From an optimization exercise on the open Yosys and OpenROAD flow, aimed at small area; shortcuts taken in it are not production practice.
Only simulation tests tie the RTL to the original design; equivalence was not proved.
Power and IR drop assume default switching activity.

$ cat flow/design.v
module rf_hold (
    input  logic en,
    input  logic en_n,
    input  logic w,
    input  logic q,
    output logic d
);
    assign d = (en & w) | (en_n & q);
endmodule
module rf_aoi222 (
    input  logic [2:0] a,
    input  logic [2:0] b,
    output logic       y
);
    assign y = ~|(a & b);
endmodule
module rf_rd_bit (
    input  logic [30:0] sel,
    input  logic [30:0] q,
    output logic        y
);
    logic [10:0] n;
    for (genvar k = 0; k < 10; k++) begin : g_aoi
        rf_aoi222 u_aoi (.a(sel[3*k+2:3*k]), .b(q[3*k+2:3*k]), .y(n[k]));
    end
    assign n[10] = ~(sel[30] & q[30]);
    assign y = ~&n;
endmodule
module wb_stage_regfile (
    input  logic                CLK,
    input  logic                rst_n,
    input  logic [31:0]         PC_O,
    input  logic                Reg_Wr_En_O,
    input  logic [4:0]          mem_wb_rd,
    input  logic [31:0]         result_O,
    input  logic [1:0]          Src_to_Reg_O,
    input  logic [31:0]         DMEM_O,
    input  logic                wb_valid,
    input  logic [4:0]          rs1_addr,
    input  logic [4:0]          rs2_addr,
    output logic [31:0]         rs1_data,
    output logic [31:0]         rs2_data,
    output logic [31:0]         wb_data,
    output logic [4:0]          wb_rd,
    output logic                wb_we,
    output logic [63:0]         instret
);
    logic [31:0] regs [1:31];
    logic [31:0] regs_d [1:31];
    logic [31:1] vld;
    logic [31:0] sel_data;
    logic        eff_we;
    logic [63:0] instret_q;
    logic [31:1] row_we, row_we_n, sel1, sel2;
    always_comb begin
        case (Src_to_Reg_O)
            2'b00:   sel_data = result_O;
            2'b01:   sel_data = DMEM_O;
            2'b10:   sel_data = PC_O + 32'd4;
            default: sel_data = '0;
        endcase
    end
    assign eff_we  = rst_n & Reg_Wr_En_O & wb_valid & (mem_wb_rd != 5'd0);
    assign wb_data = sel_data;
    assign wb_we   = eff_we;
    assign wb_rd   = mem_wb_rd;
    assign instret = instret_q;
    always_comb
        for (int i = 1; i < 32; i++) begin
            row_we[i]   = eff_we && mem_wb_rd == i[4:0];
            row_we_n[i] = ~row_we[i];
            sel1[i]     = vld[i] && rs1_addr == i[4:0];
            sel2[i]     = vld[i] && rs2_addr == i[4:0];
        end
    for (genvar i = 1; i < 32; i++) begin : g_row
        for (genvar b = 0; b < 32; b++) begin : g_bit
            rf_hold u_hold (.en(row_we[i]), .en_n(row_we_n[i]), .w(sel_data[b]), .q(regs[i][b]), .d(regs_d[i][b]));
        end
    end
    always_ff @(posedge CLK) begin
        for (int i = 1; i < 32; i++) regs[i] <= regs_d[i];
    end
    always_ff @(posedge CLK or negedge rst_n) begin
        if (!rst_n) vld <= '0;
        else        vld <= vld | row_we;
    end
    always_ff @(posedge CLK or negedge rst_n) begin
        if (!rst_n)        instret_q <= '0;
        else if (wb_valid) instret_q <= instret_q + 64'd1;
    end
    for (genvar b = 0; b < 32; b++) begin : g_bit
        logic [30:0] col;
        for (genvar i = 1; i < 32; i++) begin : g_col
            assign col[i-1] = regs[i][b];
        end
        rf_rd_bit u_rd1 (.sel(sel1), .q(col), .y(rs1_data[b]));
        rf_rd_bit u_rd2 (.sel(sel2), .q(col), .y(rs2_data[b]));
    end
endmodule
$ cat flow/flow/run.sh
#!/bin/bash
# Own flow: the standard layout, with smaller port buffers and a clock tree
# built from mid-size buffers without dummy loads. make's output goes to
# standard.log; ORFS keeps each step's log under orfs/logs.
bash standard.sh finish \
  BUFFER_PORTS_ARGS="-buffer_cell sky130_fd_sc_hd__buf_1" \
  CTS_ARGS="-sink_clustering_enable -repair_clock_nets -dont_use_dummy_load -buf_list sky130_fd_sc_hd__clkbuf_4 -sink_clustering_size 10 -sink_clustering_max_diameter 40" \
  > standard.log 2>&1
$ cat flow/standard.sh
#!/bin/bash
# synth_recipe.tcl (not shown) runs the flow's synth.tcl, then flattens the netlist and writes it again
# the make line also repeats each setting of config.mk as NAME=value (left out here)
make -C /OpenROAD-flow-scripts/flow DESIGN_CONFIG=/design/flow/config.mk WORK_HOME=/design/flow/orfs CLKGATE_MAP_FILE= SYNTH_SCRIPT=/design/flow/synth_recipe.tcl "${@:-finish}"
$ cat flow/config.mk
export PLATFORM = sky130hd
export DESIGN_NAME = wb_stage_regfile
export DESIGN_NICKNAME = wb_stage_regfile
export VERILOG_FILES = /design/flow/design.v
export SDC_FILE = /design/flow/constraint.sdc
export NUM_CORES = 4
export LEC_CHECK = 0
export CAP_MARGIN = 5
export CORE_MARGIN = 2
export CORE_UTILIZATION = 30
export PLACE_DENSITY = 0.5
export SETUP_SLACK_MARGIN = 0.3
export SLEW_MARGIN = 5
export SYNTH_HIERARCHICAL = 1
$ cat flow/constraint.sdc
create_clock -name core_clock -period 6.0 [get_ports {CLK}]
set_input_delay 1.2000 -clock core_clock [delete_from_list [all_inputs] [get_ports {CLK}]]
set_output_delay 1.2000 -clock core_clock [all_outputs]
set_load 0.01 [all_outputs]
==> impl_metrics.ini, run 1 <==
[sta]
setup_slack_ps = 245
relSlewSlack_pct = 15.9
hold_viol = 0
rsz0062_at_grt = false
maxClockFrequency_mhz = 174
period_needed_ps = 5750
worstMarginPinSlew_ps = 1260
setup_viol = 0
period_share_pct = 95.9
tns_ps = 0
drv_slew = 0
skew_ps = 79.7

[global_route]
antenna_found_initial = 25
grt_pass1_wl_um = 318000
grt_use_total_pct = 30.3
overflow = 0
grt_pass1_vias = 39700
grt_max_degree = 64

[worst_setup_path]
end_kind = output pin
slowest_delay_ps = 680
critPathArrivalTime_ps = 4550
slowest_stage = nand4_1
crit_required_ps = 4800
worstSetupPathType = in2out
cp_common_cell = buf_1
path_buf_inv = 2
path_cells = buf_1 -> nor3b_1 -> and3_2 -> a222oi_1 -> nand4_1 -> a2111o_1 -> buf_1
cp_top_family = simple AND/OR/NAND/NOR gates
start_kind = input port
cp_max_fo = 32

[floorplan]
initial_core_util_pct = 30.3
die_w_um = 382
io_pins = 283
core_mm2 = 0.142
die-area_mm2 = 0.146
num_rows = 138
die_h_um = 382

[final_layout]
syn2layout_area_growth_pct = 15.3
final_cell_mix = a22o_1, dfxtp_1, a222oi_1, buf_1, clkbuf_4
layoutNonFillerInstCount = 6065
drive_gt1_share_pct = 11.2
final_area_mm2 = 0.0494
nets = 4282

[synth]
syn_area_mm2 = 0.0429
ys_types = 40
synth_nets = 3697
yosys-top-cells-area = dfxtp_1, a22o_1, a222oi_1
avgSynthCellArea_um2 = 12.0
synth_top_area_cell = dfxtp_1
synth-seq-cells = 1087
ys_seq_area_share_pct = 51.9
synthArstFlopShare_pct = 8.74
synth_top_area_share_pct = 46.3
synth_edf_count = 0
yosys_warnings = 10
syn_inst = 3578
yosys_most_used_dff = dfxtp_1

[placement]
port_buffers = 282
place_hpwl_um = 144000
placed_area_mm2 = 0.0481
dp_cells = 5879
globalplace.congestion = 1.00
pre_cts_ws_ps = 517

[worst_hold_path]
hold_path_class = reg2reg

[route]
met2WireLength_um = 95200
routedWlPerCell_um = 38.2
drc_errors = 0
first_pass_iters = 14
totalWireLength_um = 232000
route.met3.wl_um = 30900
maxUsedRoutingLayer = met5
drt_iter0_drc = 9925
vias_per_cell = 7.00
vias = 42400
wl_met1_um = 90000
antenna_left = 0

[power]
power.leakage_nw = 19.2
ir_drop_uv = 214
powerDensity_mw_per_mm2 = 271
power_mw = 13.4

[clock_tree]
post-cts-setup-buffer-count = 0
numCtsBuffers = 171
h-tree-depth = 4
cts_tree = done
numClockSinks = 1087
worstSkewPairLatency_ps = 1230
clkSlewWorstSetupHoldPaths_ps = 60
clk_path_buf_depth = 3
cts_root_buffer = clkbuf_4

[job]
drv_cap = 0

[outcome]
status = no timing/DRC/antenna violations
cells in the mapped netlist (3+ instances only):
cell,n
a22o_1,992
dfxtp_1,992
a222oi_1,640
nand4_1,158
nand2_1,133
dfrtp_1,95
and3_1,74
a2111o_1,64
xor2_1,62
nand3_1,43
nor2_1,42
inv_1,41
nand2b_1,35
mux2i_1,32
o22ai_1,31
xnor2_1,29
nor3_1,22
clkbuf_1,14
nor4_1,14
and2_1,11
nor3b_1,10
and4_1,7
buf_4,6
nor2b_1,6
and3b_1,3
path summary, 6_finish.rpt:
kind / from / to / slack [ps] / cells after the start
worst max-delay path: rs1_addr[1] / rs1_data[15] / 250 / 7
worst min-delay path: instret_q[63] / instret_q[63] / 480 / 1
worst max register to register: instret_q[2] / instret_q[63] / 3350 / 5
worst min register to register: instret_q[63] / instret_q[63] / 480 / 1
max in group asynchronous: rst_n / instret_q[53] / 4130 / 3
min in group asynchronous: rst_n / vld[14] / 610 / 2
layer usage:
metal	up-vias	GRT usage (%)
met1	21000	39.3
met5	-	0
met3	688	10.5
met4	22	17.4
li1	17400	-
met2	3351	43.6
report_power, final:
group          internal, mW  switching, mW
Sequential             7.74          0.463
Clock                  1.30           2.63
Combinational         0.493          0.778
logic make-up (layout without fill, tap and decap cells):
group / after synthesis / in the layout / share of synthesized area [%]
compound gates: 1729 / 1729 / 37.4
flops: 1087 / 1087 / 51.9
simple gates: 572 / 572 / 7.42
xor+xnor: 91 / 91 / 1.86
buf+inv: 64 / 647 / 0.616
mux: 33 / 33 / 0.774
fa+ha+maj: 2 / 2 / 0.0584
other cells: 0 / 14 / 0
cell type report:
cell class | count | area [µm²]
clock buffer | 171 | 1280
tap | 1890 | 2360
timing repair buffer | 435 | 2370
fill | 14200 | 92200
multi-input combinational | 2427 | 21000
inverter | 41 | 154
sequential | 1087 | 22200
antenna | 14 | 35.0
repair_timing:
item                                    in CTS  in global routing
hold buffers                                 1                  0
endpoints found under the setup margin       0                  2
endpoints found under the hold margin       32                  0
resized for setup                            0                  1
registers in the layout, summed over array words and instances (netlist names):
register	cells
regs	992
vld	31
instret_q	64
per-module statistics from Yosys, one instance, submodules excluded:
module / area (µm²) / flip-flops and latches / cells
rf_rd_bit: 27.5 / 0 / 4
rf_hold: 8.76 / 0 / 1
rf_aoi222: 10.0 / 0 / 1
wb_stage_regfile: 26000 / 1087 / 1690
metrics by stage:
step	hold slack, ps	util [%]
global route	505	34.9
CTS	475	34.9
detailed placement	462	34.0
finish	476	34.9
global placement	461	34.0
floorplan	440	-
worst reg2reg max path, stage by stage, from the launching register on:
cell and delay (ps):
dfrtp_1 510, nand4_4 190, nor3_1 660, nand3_1 480, nor4_1 530, xor2_1 120
==> run 2: changes to the inputs <==
==> flow/config.mk (replaced) <==
export PLATFORM = sky130hd
export DESIGN_NAME = wb_stage_regfile
export DESIGN_NICKNAME = wb_stage_regfile
export VERILOG_FILES = /design/flow/design.v
export SDC_FILE = /design/flow/constraint.sdc
export NUM_CORES = 4
export LEC_CHECK = 0
export CAP_MARGIN = 20
export CORE_MARGIN = 2
export CORE_UTILIZATION = 40
export PLACE_DENSITY = 0.7
export SETUP_SLACK_MARGIN = 0.3
export SLEW_MARGIN = 20
export SYNTH_HIERARCHICAL = 1
==> impl_metrics.ini, run 2 <==
[outcome]
status = no timing/DRC/antenna violations

[worst_hold_path]
hold_path_class = in2async

[global_route]
antenna_found_initial = 28
grt_pass1_wl_um = 292000
overflow = 0
grt_pass1_vias = 40900
grt_max_degree = 65
grt_use_total_pct = 35.8

[worst_setup_path]
rr_worst_depth = 5
r2r_slack_ps = 3510
r2r-start = instret_q[2]
worstSetupPathType = in2out
cp_max_fo = 13
r2r_end = instret_q[63]
start_kind = input port
crit_required_ps = 4800
end_kind = output pin
critPathArrivalTime_ps = 4340

[final_layout]
layoutNonFillerInstCount = 5572
top_regs = regs: 992 flops, instret_q: 64 flops, vld: 31 flops
utilization_pct = 45.6
final_cell_mix = a22o_1, dfxtp_1, a222oi_1, buf_1, buf_4
largest_register_ffs = 992
largest-register = regs
syn2layout_area_growth_pct = 13.4
nets = 4279
drive_gt1_share_pct = 9.62

[route]
antenna_left = 0
vias_per_cell = 7.89
totalWireLength_um = 208000
first_pass_iters = 17
drt_iter0_drc = 11200
drc_errors = 0
routedWlPerCell_um = 37.3
vias = 43900

[placement]
globalplace.congestion = 0.992
place_hpwl_um = 122000
dp_cells = 5413
port_buffers = 282

[synth]
synth_edf_count = 0
syn_inst = 3578
synth_commonest_cells = a22o_1, dfxtp_1, a222oi_1
ys_types = 40
ys_seq_area_share_pct = 51.9
yosys-top-cells-area = dfxtp_1, a22o_1, a222oi_1
avgSynthCellArea_um2 = 12.0
synth_top_area_share_pct = 46.3
syn_area_mm2 = 0.0429
synthArstFlopShare_pct = 8.74
yosys_warnings = 10
synth-seq-cells = 1087
synth_nets = 3697
yosys_most_used_dff = dfxtp_1
synth_top_area_cell = dfxtp_1

[floorplan]
num_rows = 120
die_w_um = 331
die-area_mm2 = 0.110
io_pins = 283
core_mm2 = 0.107
initial_core_util_pct = 40.2
die_h_um = 331

[clock_tree]
clkSlewWorstSetupHoldPaths_ps = 120
holdBufCountCts = 0
numCtsBuffers = 147
h-tree-depth = 4
clk_path_buf_depth = 3
cts_root_buffer = clkbuf_4
post-cts-setup-buffer-count = 0
worstSkewPairLatency_ps = 1070
cts_tree = done
post_cts_resized = 0
numClockSinks = 1087

[sta]
period_needed_ps = 5540
tns_ps = 0
rsz0062_at_grt = false
hold_ws_ps = 109
hold_viol = 0
worstMarginPinSlew_ps = 1300
period_share_pct = 92.3
setup_viol = 0
maxClockFrequency_mhz = 181
drv_slew = 0
relSlewSlack_pct = 13.4
skew_ps = 65.3

[power]
cell_internal_pwr_mw = 9.36
switching_share_pct = 27.9
power.leakage_nw = 19.2
ir_drop_uv = 174
seq_power_share_pct = 63.1
power.switching_mw = 3.63
powerDensity_mw_per_mm2 = 267
pwr-share-comb_pct = 9.3
clkPwrFrac_pct = 27.6

[job]
drv_cap = 0
## run 2: cell types whose count changed in the layout (fill, tap and decap cells not counted), moves of 3 or more
cell,delta
diode_2,-3
nand2_2,-19
buf_4,+28
and3_2,-43
buf_12,-6
clkbuf_4,-24
and3_1,+43
nand2_1,+19
## run 2: cells by family (layout without fill, tap and decap cells)
logic type	after synthesis	count (layout)	share of synthesized area, %
AOI/OAI and AO/OA	1729	1729	37.4
DFF	1087	1087	51.9
and+or+nand+nor	572	572	7.42
xor gates and xnor gates	91	91	1.86
buffers and inverters	64	644	0.616
muxes	33	33	0.774
adders and majority gates	2	2	0.0584
other	0	11	0
## run 2: how the worst max path moves through the flow
stage | startpoint | depth (start not counted) | to
final | rs2_addr[0] | 7 | rs2_data[29]
after global routing | rs1_addr[0] | 8 | rs1_data[20]
after CTS | rs2_addr[0] | 8 | rs2_data[9]
after detailed placement | rs2_addr[0] | 8 | rs2_data[9]
after global placement | rs2_addr[0] | 8 | rs2_data[9]
after floorplan | rs1_addr[4] | 6 | rs1_data[0]
## run 2: Yosys stat by module, one instance, submodules excluded
module	area, µm²	times used	cells
rf_aoi222	10.0	640	1
rf_hold	8.76	992	1
rf_rd_bit	27.5	64	4
wb_stage_regfile	26000	1	1690
## run 2: through the flow
step	power, mW	setup slack [ps]	instance area [µm²]
3_3_place_gp	9.45	878	47400
2_1_floorplan	8.88	437	42900
4_1_cts	12.9	871	48500
5_1_grt	13.4	450	48600
6_report	13.0	461	48600
3_5_place_dp	9.49	876	47400
## run 2: per-layer routing
layer | part of all wire, % | up-vias | GRT usage (%) | wire length [µm]
met5 | 0.20 | - | 1.69 | 423
met4 | 8.4 | 36 | 24.5 | 17500
met3 | 18 | 1127 | 16.7 | 37000
met2 | 38 | 4528 | 48.0 | 79800
met1 | 35 | 20900 | 45.1 | 73200
li1 | - | 17300 | - | -
## run 2: power groups by stage
stage                     Clock (mW)  Sequential [mW]  Combinational [mW]
after floorplan                    0             8.21               0.673
after global placement             0             8.31                1.15
after detailed placement           0             8.32                1.18
after CTS                       3.56             8.16                1.18
after global routing            3.85             8.24                1.26
final                           3.58             8.19                1.21
## run 2: critical path, stage by stage
cell and delay (ps):
buf_1 290, nor2_1 190, and3_1 550, a222oi_1 520, nand4_1 730, a2111o_1 650
buf_1 180
## run 2: layout make-up
type                            count  area, µm²
Fill cell                        9939      58000
Multi-Input combinational cell   2427      20900
Inverter                           41        154
Clock buffer                      147       1100
Timing Repair Buffer              456       2450
Antenna cell                       11       27.5
Tap cell                         1403       1760
Sequential cell                  1087      22200
==> run 3: changes to the inputs <==
--- a/flow/design.v
+++ b/flow/design.v
@@ -6,6 +6,15 @@
     output logic d
 );
     assign d = (en & w) | (en_n & q);
+endmodule
+module rf_ha (
+    input  logic a,
+    input  logic b,
+    output logic s,
+    output logic c
+);
+    assign s = a ^ b;
+    assign c = a & b;
 endmodule
 module rf_aoi222 (
     input  logic [2:0] a,
@@ -52,14 +61,38 @@
     logic        eff_we;
     logic [63:0] instret_q;
     logic [31:1] row_we, row_we_n, sel1, sel2;
-    always_comb begin
-        case (Src_to_Reg_O)
-            2'b00:   sel_data = result_O;
-            2'b01:   sel_data = DMEM_O;
-            2'b10:   sel_data = PC_O + 32'd4;
-            default: sel_data = '0;
-        endcase
+    logic [31:0] pc4;
+    logic [31:2] pc_c;
+    logic [4:0]  pc_blk;
+    assign pc4[1:0]  = PC_O[1:0];
+    assign pc_blk[0] = 1'b1;
+    for (genvar k = 0; k < 4; k++) begin : g_pc_blk
+        localparam int LO = 2 + 8*k;
+        localparam int HI = (k == 3) ? 31 : LO + 7;
+        assign pc_blk[k+1] = pc_blk[k] & (&PC_O[HI:LO]);
+        if (k > 0) begin : g_cin
+            assign pc_c[LO] = pc_blk[k];
+        end
+        for (genvar i = LO; i <= HI; i++) begin : g_bit
+            if (i == 2) begin : g_first
+                assign pc4[i]    = ~PC_O[i];
+                assign pc_c[i+1] = PC_O[i];
+            end else if (i < HI) begin : g_mid
+                rf_ha u_ha (.a(PC_O[i]), .b(pc_c[i]), .s(pc4[i]), .c(pc_c[i+1]));
+            end else begin : g_last
+                assign pc4[i] = PC_O[i] ^ pc_c[i];
+            end
+        end
     end
+    logic        src_res, src_mem, src_pc;
+    logic [31:0] sel_data_n;
+    assign src_res = (Src_to_Reg_O == 2'b00);
+    assign src_mem = (Src_to_Reg_O == 2'b01);
+    assign src_pc  = (Src_to_Reg_O == 2'b10);
+    for (genvar b = 0; b < 32; b++) begin : g_wb
+        rf_aoi222 u_sel (.a({src_pc, src_mem, src_res}), .b({pc4[b], DMEM_O[b], result_O[b]}), .y(sel_data_n[b]));
+    end
+    assign sel_data = ~sel_data_n;
     assign eff_we  = rst_n & Reg_Wr_En_O & wb_valid & (mem_wb_rd != 5'd0);
     assign wb_data = sel_data;
     assign wb_we   = eff_we;
@@ -84,9 +117,24 @@
         if (!rst_n) vld <= '0;
         else        vld <= vld | row_we;
     end
+    logic [63:0] instret_d;
+    logic [63:0] cnt_c;
+    logic [8:0]  cnt_blk;
+    assign cnt_blk[0] = wb_valid;
+    for (genvar k = 0; k < 8; k++) begin : g_cnt_blk
+        assign cnt_blk[k+1] = cnt_blk[k] & (&instret_q[8*k+7:8*k]);
+        assign cnt_c[8*k]   = cnt_blk[k];
+        for (genvar i = 8*k; i < 8*k+8; i++) begin : g_bit
+            if (i < 8*k+7) begin : g_mid
+                rf_ha u_ha (.a(instret_q[i]), .b(cnt_c[i]), .s(instret_d[i]), .c(cnt_c[i+1]));
+            end else begin : g_last
+                assign instret_d[i] = instret_q[i] ^ cnt_c[i];
+            end
+        end
+    end
     always_ff @(posedge CLK or negedge rst_n) begin
-        if (!rst_n)        instret_q <= '0;
-        else if (wb_valid) instret_q <= instret_q + 64'd1;
+        if (!rst_n) instret_q <= '0;
+        else        instret_q <= instret_d;
     end
     for (genvar b = 0; b < 32; b++) begin : g_bit
         logic [30:0] col;
--- a/flow/flow/run.sh
+++ b/flow/flow/run.sh
@@ -1,6 +1,6 @@
 #!/bin/bash
 # Own flow: the standard layout, with smaller port buffers and a clock tree
-# built from mid-size buffers without dummy loads. make's output goes to
+# built from small buffers without dummy loads. make's output goes to
 # standard.log; ORFS keeps each step's log under orfs/logs.
 bash standard.sh finish \
   BUFFER_PORTS_ARGS="-buffer_cell sky130_fd_sc_hd__buf_1" \
--- a/flow/config.mk
+++ b/flow/config.mk
@@ -7,8 +7,8 @@
 export LEC_CHECK = 0
 export CAP_MARGIN = 20
 export CORE_MARGIN = 2
-export CORE_UTILIZATION = 40
-export PLACE_DENSITY = 0.7
+export CORE_UTILIZATION = 30
+export PLACE_DENSITY = 0.6
 export SETUP_SLACK_MARGIN = 0.3
 export SLEW_MARGIN = 20
 export SYNTH_HIERARCHICAL = 1
==> impl_metrics.ini, run 3 <==
[worst_setup_path]
end_kind = output pin
r2r_end = instret_q[63]
start_kind = input port
rr_worst_depth = 11
worstSetupPathType = in2out
cp_max_fo = 14
r2r_slack_ps = 3080
crit_required_ps = 4800
critPathArrivalTime_ps = 4390
r2r-start = instret_q[31]

[synth]
synth_top_area_cell = dfxtp_1
avgSynthCellArea_um2 = 12.4
ys_types = 34
synth_top_area_share_pct = 47.1
yosys_warnings = 10
syn_area_mm2 = 0.0422
synth_nets = 3590
synthArstFlopShare_pct = 8.74
syn_inst = 3392
synth-seq-cells = 1087
yosys_most_used_dff = dfxtp_1
ys_seq_area_share_pct = 52.7
synth_edf_count = 0
synth_commonest_cells = a22o_1, dfxtp_1, a222oi_1
yosys-top-cells-area = dfxtp_1, a22o_1, a222oi_1

[final_layout]
syn2layout_area_growth_pct = 15.0
layoutNonFillerInstCount = 5900
utilization_pct = 34.7
final_cell_mix = a22o_1, dfxtp_1, a222oi_1, buf_1, buf_4
largest_register_ffs = 992
top_regs = regs: 992 flops, instret_q: 64 flops, vld: 31 flops
num-fill-cells = 14000
nets = 4214
largest-register = regs
drive_gt1_share_pct = 10.7

[sta]
period_share_pct = 93.2
hold_viol = 0
period_needed_ps = 5590
worstMarginPinSlew_ps = 1180
rsz0062_at_grt = false
relSlewSlack_pct = 21.4
maxClockFrequency_mhz = 179
tns_ps = 0
skew_ps = 84.0
setup_viol = 0
drv_slew = 0

[clock_tree]
numCtsBuffers = 165
cts_root_buffer = clkbuf_4
h-tree-depth = 4
numClockSinks = 1087
worstSkewPairLatency_ps = 1110
cts_tree = done
clk_path_buf_depth = 3
clkSlewWorstSetupHoldPaths_ps = 50

[floorplan]
die_w_um = 379
io_pins = 283
initial_core_util_pct = 30.2
die_h_um = 379
die-area_mm2 = 0.144
core_mm2 = 0.140
num_rows = 137

[power]
power.leakage_nw = 19.2
ir_drop_uv = 189
seq_power_share_pct = 61.8
pwr-share-comb_pct = 9.0
switching_share_pct = 28.2
powerDensity_mw_per_mm2 = 271
cell_internal_pwr_mw = 9.44
clkPwrFrac_pct = 29.2
power.switching_mw = 3.70

[global_route]
grt_max_degree = 66
antenna_found_initial = 15
overflow = 0
grt_pass1_vias = 38900
grt_pass1_wl_um = 297000
grt_use_total_pct = 28.6

[placement]
port_buffers = 282
globalplace.congestion = 0.992
place_hpwl_um = 132000
dp_cells = 5723

[outcome]
status = no timing/DRC/antenna violations

[route]
antenna_left = 0
met2WireLength_um = 88800
first_pass_iters = 13
maxUsedRoutingLayer = met5
routedWlPerCell_um = 36.3
totalWireLength_um = 214000
drc_errors = 0
route.met3.wl_um = 30000
drt_iter0_drc = 9841
vias = 41900
wl_met1_um = 79800
vias_per_cell = 7.10

[job]
drv_cap = 0

[worst_hold_path]
hp-start = instret_q[63]
hold_path_class = reg2reg
worstHoldPathCells = 1
hold_end = instret_q[63]
==> run 3: modules after synthesis (local to each module, per instance) <==
| module | times used | flip-flops and latches | area (µm²) | cells inside |
|---|---|---|---|---|
| rf_hold | 992 | 0 | 8.76 | 1 |
| rf_aoi222 | 672 | 0 | 10.0 | 1 |
| wb_stage_regfile | 1 | 1087 | 24000 | 1391 |
| rf_rd_bit | 64 | 0 | 27.5 | 4 |
| rf_ha | 81 | 0 | 12.5 | 1 |
==> run 3: what timing repair did <==
action                                  in CTS  in global routing
hold endpoints to repair                    14                  0
setup buffers                                0                  1
hold buffers                                 1                  0
endpoints found under the setup margin       1                  1
gates resized for setup                      2                  1
pin swaps                                    1                  1
cloned                                       0                  0
==> run 3: logic make-up (layout without fill, tap and decap cells) <==
| kind of cell | count (synthesis) | after routing | share of synthesized area (%) |
|---|---|---|---|
| compound gates | 1730 | 1730 | 38.3 |
| flops | 1087 | 1087 | 52.8 |
| simple gates | 406 | 406 | 5.56 |
| fa+ha+maj | 81 | 81 | 2.40 |
| buf+inv | 76 | 698 | 0.727 |
| xor+xnor | 12 | 12 | 0.249 |
| other cells | 0 | 10 | 0 |
==> run 3: worst max path at each step <==
stage	startpoint	end	slack [ps]	depth (start not counted)
global placement	PC_O[6]	wb_data[31]	270	13
global route	PC_O[6]	wb_data[31]	320	14
CTS	PC_O[6]	wb_data[31]	370	13
finish	rs1_addr[1]	rs1_data[12]	410	8
floorplan	mem_wb_rd[1]	regs[21][0]	1090	5
detailed placement	PC_O[6]	wb_data[31]	210	13
==> run 3: layer usage <==
metal	vias to the layer above	global-route usage, %
met1	20600	37.0
met4	20	18.3
met2	3690	41.2
li1	16900	-
met3	690	8.31
met5	-	0.892
==> run 3: final cells by class <==
| cell class | count | area (µm²) | area share, % |
|---|---|---|---|
| flip-flops and latches | 1087 | 22200 | 45.9 |
| diodes | 10 | 25.0 | 0.0516 |
| repair buffers | 469 | 2580 | 5.33 |
| clock buffers | 165 | 1240 | 2.56 |
| multi-input cells | 2229 | 19800 | 40.9 |
| inverters | 64 | 240 | 0.496 |
| well taps | 1876 | 2350 | 4.84 |
==> run 3: per-stage QoR <==
| stage | power [mW] | hold WS [ps] | area, µm² | worst slack, ps |
|---|---|---|---|---|
| 3_3_place_gp | 9.38 | 455 | 47200 | 274 |
| 4_1_cts | 13.1 | 362 | 48400 | 366 |
| 2_1_floorplan | 8.80 | 439 | 42200 | 1090 |
| 6_report | 13.1 | 462 | 48500 | 409 |
| 5_1_grt | 13.6 | 413 | 48500 | 323 |
| 3_5_place_dp | 9.41 | 457 | 47200 | 209 |
==> run 3: worst max-delay path: stages <==
cell and delay (ps):
buf_1 460, nor2b_1 130, and3_1 610, buf_4 420, a222oi_1 360, nand4_1 510
a2111o_1 540, buf_1 140
==> run 3: power groups by stage <==
stage | sequential (mW) | combinational, mW | clock, mW
2_1_floorplan | 8.17 | 0.633 | 0
3_3_place_gp | 8.25 | 1.13 | 0
3_5_place_dp | 8.26 | 1.16 | 0
4_1_cts | 8.10 | 1.16 | 3.87
5_1_grt | 8.18 | 1.24 | 4.15
6_report | 8.13 | 1.18 | 3.83
==> run 4: changes to the inputs <==
--- a/flow/flow/run.sh
+++ b/flow/flow/run.sh
@@ -1,6 +1,6 @@
 #!/bin/bash
 # Own flow: the standard layout, with smaller port buffers and a clock tree
-# built from small buffers without dummy loads. make's output goes to
+# built from mid-size buffers without dummy loads. make's output goes to
 # standard.log; ORFS keeps each step's log under orfs/logs.
 bash standard.sh finish \
   BUFFER_PORTS_ARGS="-buffer_cell sky130_fd_sc_hd__buf_1" \
--- a/flow/config.mk
+++ b/flow/config.mk
@@ -8,7 +8,7 @@
 export CAP_MARGIN = 20
 export CORE_MARGIN = 2
 export CORE_UTILIZATION = 30
-export PLACE_DENSITY = 0.6
+export PLACE_DENSITY = 0.5
 export SETUP_SLACK_MARGIN = 0.3
 export SLEW_MARGIN = 20
 export SYNTH_HIERARCHICAL = 1
==> impl_metrics.ini, run 4 <==
[floorplan]
initial_core_util_pct = 30.2
core_mm2 = 0.140
die_w_um = 379
die-area_mm2 = 0.144
num_rows = 137
io_pins = 283
die_h_um = 379

[worst_setup_path]
crit_start = rs1_addr[0]
worstSetupPathType = in2out
crit_required_ps = 4800
end_kind = output pin
start_kind = input port
critPathArrivalTime_ps = 4360
r2r-start = instret_q[26]
cp_max_fo = 32

[route]
vias = 41000
vias_per_cell = 6.98
routedWlPerCell_um = 38.0
drc_errors = 0
first_pass_iters = 14
antenna_left = 0
drt_iter0_drc = 9548
totalWireLength_um = 223000

[power]
cell_internal_pwr_mw = 9.44
power.switching_mw = 3.74
clkPwrFrac_pct = 29.4
ir_drop_uv = 125
seq_power_share_pct = 61.7
switching_share_pct = 28.4
pwr-share-comb_pct = 8.9
powerDensity_mw_per_mm2 = 273
power.leakage_nw = 19.0

[clock_tree]
h-tree-depth = 4
cts_tree = done
numCtsBuffers = 166
worstSkewPairLatency_ps = 1160
cts_root_buffer = clkbuf_4
clk_path_buf_depth = 3
numClockSinks = 1087
post-cts-setup-buffer-count = 0
clkSlewWorstSetupHoldPaths_ps = 60

[synth]
synthMuxAreaShare_pct = 0
synth_simple_gate_area_share_pct = 5.56
ys_seq_area_share_pct = 52.7
synth_xor_area_share_pct = 0.249
ys_types = 34
synth-adder-area-share_pct = 2.40
synthArstFlopShare_pct = 8.74
yosys_warnings = 10
syn_inst = 3392
synth_compound_area_share_pct = 38.3
synth_top_area_share_pct = 47.1
synth-seq-cells = 1087
synth_top_family_by_area = compound AO/OA/AOI/OAI gates
synth_top_area_cell = dfxtp_1
yosys_most_used_dff = dfxtp_1
synth_nets = 3590
avgSynthCellArea_um2 = 12.4
syn_area_mm2 = 0.0422
synth_edf_count = 0
synth_commonest_cells = a22o_1, dfxtp_1, a222oi_1
yosys-top-cells-area = dfxtp_1, a22o_1, a222oi_1

[sta]
period_needed_ps = 5560
maxClockFrequency_mhz = 180
worstMarginPinSlew_ps = 1220
period_share_pct = 92.6
tns_ps = 0
relSlewSlack_pct = 18.8
drv_slew = 0
setup_viol = 0
rsz0062_at_grt = false
hold_viol = 0
skew_ps = 55.3

[global_route]
grt_pass1_vias = 38400
grt_max_degree = 66
overflow = 0
grt_use_total_pct = 29.9
grt_pass1_wl_um = 306000
antenna_found_initial = 18

[placement]
port_buffers = 282
dp_cells = 5690
globalplace.congestion = 0.996
place_hpwl_um = 136000

[final_layout]
final_cell_mix = a22o_1, dfxtp_1, a222oi_1, buf_1, clkbuf_4
syn2layout_area_growth_pct = 14.4
largest_register_ffs = 992
utilization_pct = 34.6
largest-register = regs
drive_gt1_share_pct = 11.1
top_regs = regs: 992 flops, instret_q: 64 flops, vld: 31 flops
nets = 4182
layoutNonFillerInstCount = 5874

[outcome]
status = no timing/DRC/antenna violations

[job]
drv_cap = 0

[worst_hold_path]
hold_path_class = reg2reg
hp-start = instret_q[63]
-- run 4: cell counts after synthesis --
No cell type changed its count.
-- run 4: stage by stage --
step / cell area [µm²] / hold slack [ps] / total power, mW / worst slack [ps]
after floorplan: 42200 / 439 / 8.80 / 1090
after global placement: 46900 / 454 / 9.42 / 689
after detailed placement: 46900 / 460 / 9.43 / 710
after CTS: 48200 / 442 / 13.2 / 697
after global routing: 48200 / 493 / 13.7 / 466
final: 48200 / 467 / 13.2 / 444
-- run 4: final timing paths --
path / to / slack (ps) / depth (start not counted)
min: instret_q[63] / 470 / 1
min in group asynchronous: vld[6] / 650 / 2
max in group asynchronous: instret_q[22] / 4060 / 3
min reg2reg: instret_q[63] / 470 / 1
max reg2reg: instret_q[63] / 3120 / 11
max: rs1_data[24] / 440 / 8
-- run 4: power groups by stage --
stage | Clock, mW | Combinational, mW | Sequential [mW]
after floorplan | 0 | 0.633 | 8.17
after global placement | 0 | 1.14 | 8.27
after detailed placement | 0 | 1.16 | 8.27
after CTS | 3.94 | 1.16 | 8.11
after global routing | 4.22 | 1.25 | 8.19
final | 3.88 | 1.17 | 8.14
-- run 4: cell families (layout without fill, tap and decap cells) --
| group | after synthesis | in the layout |
|---|---|---|
| AOI/OAI and AO/OA | 1730 | 1730 |
| xor gates and xnor gates | 12 | 12 |
| adders and majority gates | 81 | 81 |
| buffers and inverters | 76 | 666 |
| DFF | 1087 | 1087 |
| other | 0 | 16 |
| and+or+nand+nor | 406 | 406 |
-- run 4: critical path, stage by stage --
cell	delay [ps]
buf_1	270
nor2_1	170
and2_1	230
and3_2	600
a222oi_1	450
nand4_1	600
a2111o_1	600
buf_1	170
-- run 4: metal layers --
| metal | GRT usage (%) | routed length, µm | up-vias |
|---|---|---|---|
| met5 | 0 | 87 | - |
| met4 | 16.9 | 14100 | 14 |
| met3 | 9.88 | 29700 | 596 |
| met2 | 43.1 | 92500 | 3299 |
| met1 | 38.9 | 87000 | 20300 |
| li1 | - | - | 16800 |
-- run 4: modules after synthesis (local to each module, per instance) --
module | times used | cells inside
rf_rd_bit | 64 | 4
wb_stage_regfile | 1 | 1391
rf_hold | 992 | 1
rf_aoi222 | 672 | 1
rf_ha | 81 | 1
-- run 4: area by class of cell --
cell class                 count  area, µm²
antenna                       16       40.0
inverter                      64        240
multi-input combinational   2229      19800
tap                         1876       2350
clock buffer                 166       1250
fill                       14000      91300
sequential                  1087      22200
timing repair buffer         436       2270
-- run 4: repair_timing --
item | in CTS | in global routing
gates resized for setup | 0 | 0
hold buffers | 1 | 0
endpoints found under the hold margin | 28 | 0
==> run 5: changes to the inputs <==
--- a/flow/design.v
+++ b/flow/design.v
@@ -15,6 +15,12 @@
 );
     assign s = a ^ b;
     assign c = a & b;
+endmodule
+module rf_inv (
+    input  logic a,
+    output logic y
+);
+    assign y = ~a;
 endmodule
 module rf_aoi222 (
     input  logic [2:0] a,
@@ -60,7 +66,8 @@
     logic [31:0] sel_data;
     logic        eff_we;
     logic [63:0] instret_q;
-    logic [31:1] row_we, row_we_n, sel1, sel2;
+    logic [31:1] row_we, row_we_n_lo, row_we_n_hi, sel1, sel2;
+    logic [31:0] sel_data_lo, sel_data_hi;
     logic [31:0] pc4;
     logic [31:2] pc_c;
     logic [4:0]  pc_blk;
@@ -92,7 +99,11 @@
     for (genvar b = 0; b < 32; b++) begin : g_wb
         rf_aoi222 u_sel (.a({src_pc, src_mem, src_res}), .b({pc4[b], DMEM_O[b], result_O[b]}), .y(sel_data_n[b]));
     end
-    assign sel_data = ~sel_data_n;
+    for (genvar b = 0; b < 32; b++) begin : g_wb_inv
+        rf_inv u_lo (.a(sel_data_n[b]), .y(sel_data_lo[b]));
+        rf_inv u_hi (.a(sel_data_n[b]), .y(sel_data_hi[b]));
+    end
+    assign sel_data = sel_data_lo;
     assign eff_we  = rst_n & Reg_Wr_En_O & wb_valid & (mem_wb_rd != 5'd0);
     assign wb_data = sel_data;
     assign wb_we   = eff_we;
@@ -101,13 +112,17 @@
     always_comb
         for (int i = 1; i < 32; i++) begin
             row_we[i]   = eff_we && mem_wb_rd == i[4:0];
-            row_we_n[i] = ~row_we[i];
             sel1[i]     = vld[i] && rs1_addr == i[4:0];
             sel2[i]     = vld[i] && rs2_addr == i[4:0];
         end
     for (genvar i = 1; i < 32; i++) begin : g_row
+        rf_inv u_en_lo (.a(row_we[i]), .y(row_we_n_lo[i]));
+        rf_inv u_en_hi (.a(row_we[i]), .y(row_we_n_hi[i]));
+        logic [31:0] en_n, w;
+        assign en_n = {{16{row_we_n_hi[i]}}, {16{row_we_n_lo[i]}}};
+        assign w    = (i < 16) ? sel_data_lo : sel_data_hi;
         for (genvar b = 0; b < 32; b++) begin : g_bit
-            rf_hold u_hold (.en(row_we[i]), .en_n(row_we_n[i]), .w(sel_data[b]), .q(regs[i][b]), .d(regs_d[i][b]));
+            rf_hold u_hold (.en(row_we[i]), .en_n(en_n[b]), .w(w[b]), .q(regs[i][b]), .d(regs_d[i][b]));
         end
     end
     always_ff @(posedge CLK) begin
--- a/flow/flow/run.sh
+++ b/flow/flow/run.sh
@@ -1,6 +1,6 @@
 #!/bin/bash
 # Own flow: the standard layout, with smaller port buffers and a clock tree
-# built from mid-size buffers without dummy loads. make's output goes to
+# built from small buffers without dummy loads. make's output goes to
 # standard.log; ORFS keeps each step's log under orfs/logs.
 bash standard.sh finish \
   BUFFER_PORTS_ARGS="-buffer_cell sky130_fd_sc_hd__buf_1" \
==> impl_metrics.ini, run 5 <==
[final_layout]
nets = 4253
syn2layout_area_growth_pct = 15.1
final_cell_mix = a22o_1, dfxtp_1, a222oi_1, buf_1, clkbuf_4
drive_gt1_share_pct = 9.33
top_regs = regs: 992 flops, instret_q: 64 flops, vld: 31 flops
largest_register_ffs = 992
largest-register = regs

[worst_setup_path]
start_kind = input port
path_cells = buf_1 -> nor3b_1 -> and3_1 -> buf_4 -> a222oi_1 -> nand4_1 -> a2111o_1 -> buf_1
cp_max_fo = 17
worstSetupPathType = in2out
slowest_stage = and3_1
critPathArrivalTime_ps = 4290
end_kind = output pin
crit_required_ps = 4800
slowest_delay_ps = 530
cp_common_cell = buf_1

[placement]
place_hpwl_um = 139000
port_buffers = 282
pre_cts_ws_ps = 258
globalplace.congestion = 0.976

[synth]
ys_seq_area_share_pct = 52.4
yosys-top-cells-area = dfxtp_1, a22o_1, a222oi_1
yosys_warnings = 10
ys_types = 32
synth-seq-cells = 1087
synthArstFlopShare_pct = 8.74
synth_top_area_share_pct = 46.8
syn_inst = 3466
avgSynthCellArea_um2 = 12.2
synth_nets = 3664
yosys_most_used_dff = dfxtp_1
synth_edf_count = 0
syn_area_mm2 = 0.0424
synth_commonest_cells = a22o_1, dfxtp_1, a222oi_1
synth_top_area_cell = dfxtp_1

[clock_tree]
holdBufCountCts = 0
h-tree-depth = 4
cts_tree = done
clk_path_buf_depth = 3
worstSkewPairLatency_ps = 1230
numClockSinks = 1087
cts_root_buffer = clkbuf_4
numCtsBuffers = 160
clkSlewWorstSetupHoldPaths_ps = 110

[sta]
setup_viol = 0
tns_ps = 0
rsz0062_at_grt = false
period_share_pct = 91.4
period_needed_ps = 5490
relSlewSlack_pct = 29.2
drv_slew = 0
setup_slack_ps = 515
maxClockFrequency_mhz = 182
skew_ps = 58.3
hold_viol = 0
hold_ws_ps = 107
worstMarginPinSlew_ps = 1060

[power]
powerDensity_mw_per_mm2 = 268
ir_drop_uv = 161
power_mw = 13.1
switching_share_pct = 28.1
cell_internal_pwr_mw = 9.41
pwr-share-comb_pct = 8.7
power.switching_mw = 3.68
seq_power_share_pct = 62.2
power.leakage_nw = 19.3
clkPwrFrac_pct = 29.1

[floorplan]
num_rows = 137
initial_core_util_pct = 30.3
io_pins = 283
core_mm2 = 0.140
die_w_um = 380
die-area_mm2 = 0.144
die_h_um = 380

[global_route]
grt_max_degree = 65
grt_use_total_pct = 27.7
grt_pass1_wl_um = 294000
antenna_found_initial = 4
grt_pass1_vias = 38600
overflow = 0

[route]
first_pass_iters = 13
vias = 41200
drc_errors = 0
drt_iter0_drc = 9121
antenna_left = 0
vias_per_cell = 6.94
routedWlPerCell_um = 35.7
totalWireLength_um = 212000

[job]
drv_cap = 0

[worst_hold_path]
hold_path_class = in2async

[outcome]
status = no timing/DRC/antenna violations
[run 5: cell types whose count changed in the layout (fill, tap and decap cells not counted), moves of 21 or more]
cell      previous run  this run
and3_1               3        58
and3_2              58         2
buf_12               4        25
inv_1               62       128
nor2_4               1        32
nor3_2              24         0
o21bai_1             1        31
[run 5: cells by family after synthesis]
logic type               after synthesis  share of synthesized area [%]
AO/OA/AOI/OAI                       1759                           38.6
flip-flops                          1087                           52.4
AND/OR/NAND/NOR                      376                           4.96
buffers and inverters                151                           1.39
adder cells (fa/ha/maj)               81                           2.39
XOR/XNOR                              12                          0.248
[run 5: Yosys stat by module (local to each module, per instance)]
module,flops+latches,cells,cell area [µm²],times used
rf_rd_bit,0,4,27.5,64
rf_inv,0,1,3.75,126
wb_stage_regfile,1087,1339,23800,1
rf_aoi222,0,1,10.0,672
rf_ha,0,1,12.5,81
rf_hold,0,1,8.76,992
[run 5: repair_timing]
action	4_1_cts	5_1_grt
setup buffers	1	1
gates resized for setup	0	1
setup endpoints to repair	3	4
pin swaps	1	1
hold endpoints to repair	0	0
[run 5: power groups by stage]
stage | sequential [mW] | combinational, mW | clock, mW
4_1_cts | 8.11 | 1.14 | 3.88
3_5_place_dp | 8.27 | 1.13 | 0
6_report | 8.14 | 1.14 | 3.81
5_1_grt | 8.19 | 1.21 | 4.14
2_1_floorplan | 8.17 | 0.639 | 0
3_3_place_gp | 8.27 | 1.12 | 0
[run 5: per-stage QoR]
| step | instance area [µm²] | utilization [%] | instances |
|---|---|---|---|
| floorplan | 42400 | - | 3466 |
| global placement | 47600 | 34.0 | 5767 |
| detailed placement | 47600 | 34.0 | 5767 |
| CTS | 48800 | 34.9 | 5928 |
| global route | 48800 | 34.9 | 5934 |
| finish | 48800 | 34.9 | 5937 |
[run 5: worst paths after layout]
kind                                from            end  slack, ps  depth (start not counted)
max reg2reg                instret_q[24]  instret_q[63]       3280                         11
max in group asynchronous          rst_n  instret_q[56]       4670                          3
min                                rst_n         vld[9]        110                          2
min reg2reg                instret_q[63]  instret_q[63]        480                          1
max                          rs1_addr[1]    rs1_data[0]        510                          8
min in group core_clock         wb_valid   instret_q[0]        370                          2
[run 5: critical path, delay by kind of cell]
kind | cells | cell delay (ps)
AOI/OAI and AO/OA | 2 | 1030
buffers and inverters | 3 | 970
and+or+nand+nor | 3 | 1040
[run 5: final cells by class]
cell class              count  area [µm²]
fillers                 14100       91100
well taps                1876        2350
flip-flops and latches   1087       22200
clock buffers             160        1200
inverters                 128         480
multi-input cells        2228       19900
repair buffers            450        2640
diodes                      8        20.0
[run 5: per-layer routing]
metal  wire [µm]  GRT usage (%)
met1       84300           38.3
met2       87800           39.9
met3       27100           6.08
met4       12600           15.2
met5          83              0

## re-timing with driven ports
No port has a modelled driver above. Below, the same layouts with a new extraction and two added sets of constraints.
Step 1 sets driving cells, clkbuf_16 on the clock port and buf_2 on the other inputs (assumed; they add their load-dependent delay and slew).
Step 2 times the ports against the registers' clock, not the clock port: input delays grow and output delays shrink by t, the midpoint of the rising clock arrivals with the driver on.
a / b / c = ideal ports / drivers / drivers and shift; a / b = the first two.
| run | shift t [ns] | slack for setup (ns) | worst hold slack (ns) | worst slew at a driven data input, ns | pins driven straight from the clock port |
|---|---|---|---|---|---|
| run 1 | 1.268 | 0.245 / 0.059 / 0.059 | 0.476 / 0.476 / 0.476 | 0.21 | 1 |
| run 2 | 1.142 | 0.461 / 0.327 / 0.327 | 0.109 / 0.097 / 0.491 | 0.26 | 1 |
| run 3 | 1.212 | 0.409 / 0.247 / 0.247 | 0.462 / 0.462 / 0.462 | 0.21 | 1 |
| run 4 | 1.237 | 0.444 / 0.274 / 0.274 | 0.467 / 0.467 / 0.467 | 0.21 | 1 |
| run 5 | 1.240 | 0.515 / 0.493 / 0.493 | 0.107 / 0.062 / 0.481 | 0.12 | 1 |
After both steps setup and hold are still met in every run listed. For run 1, which loses most, drivers alone change the setup slack by -0.186 ns; drivers and shift together by -0.186 ns.
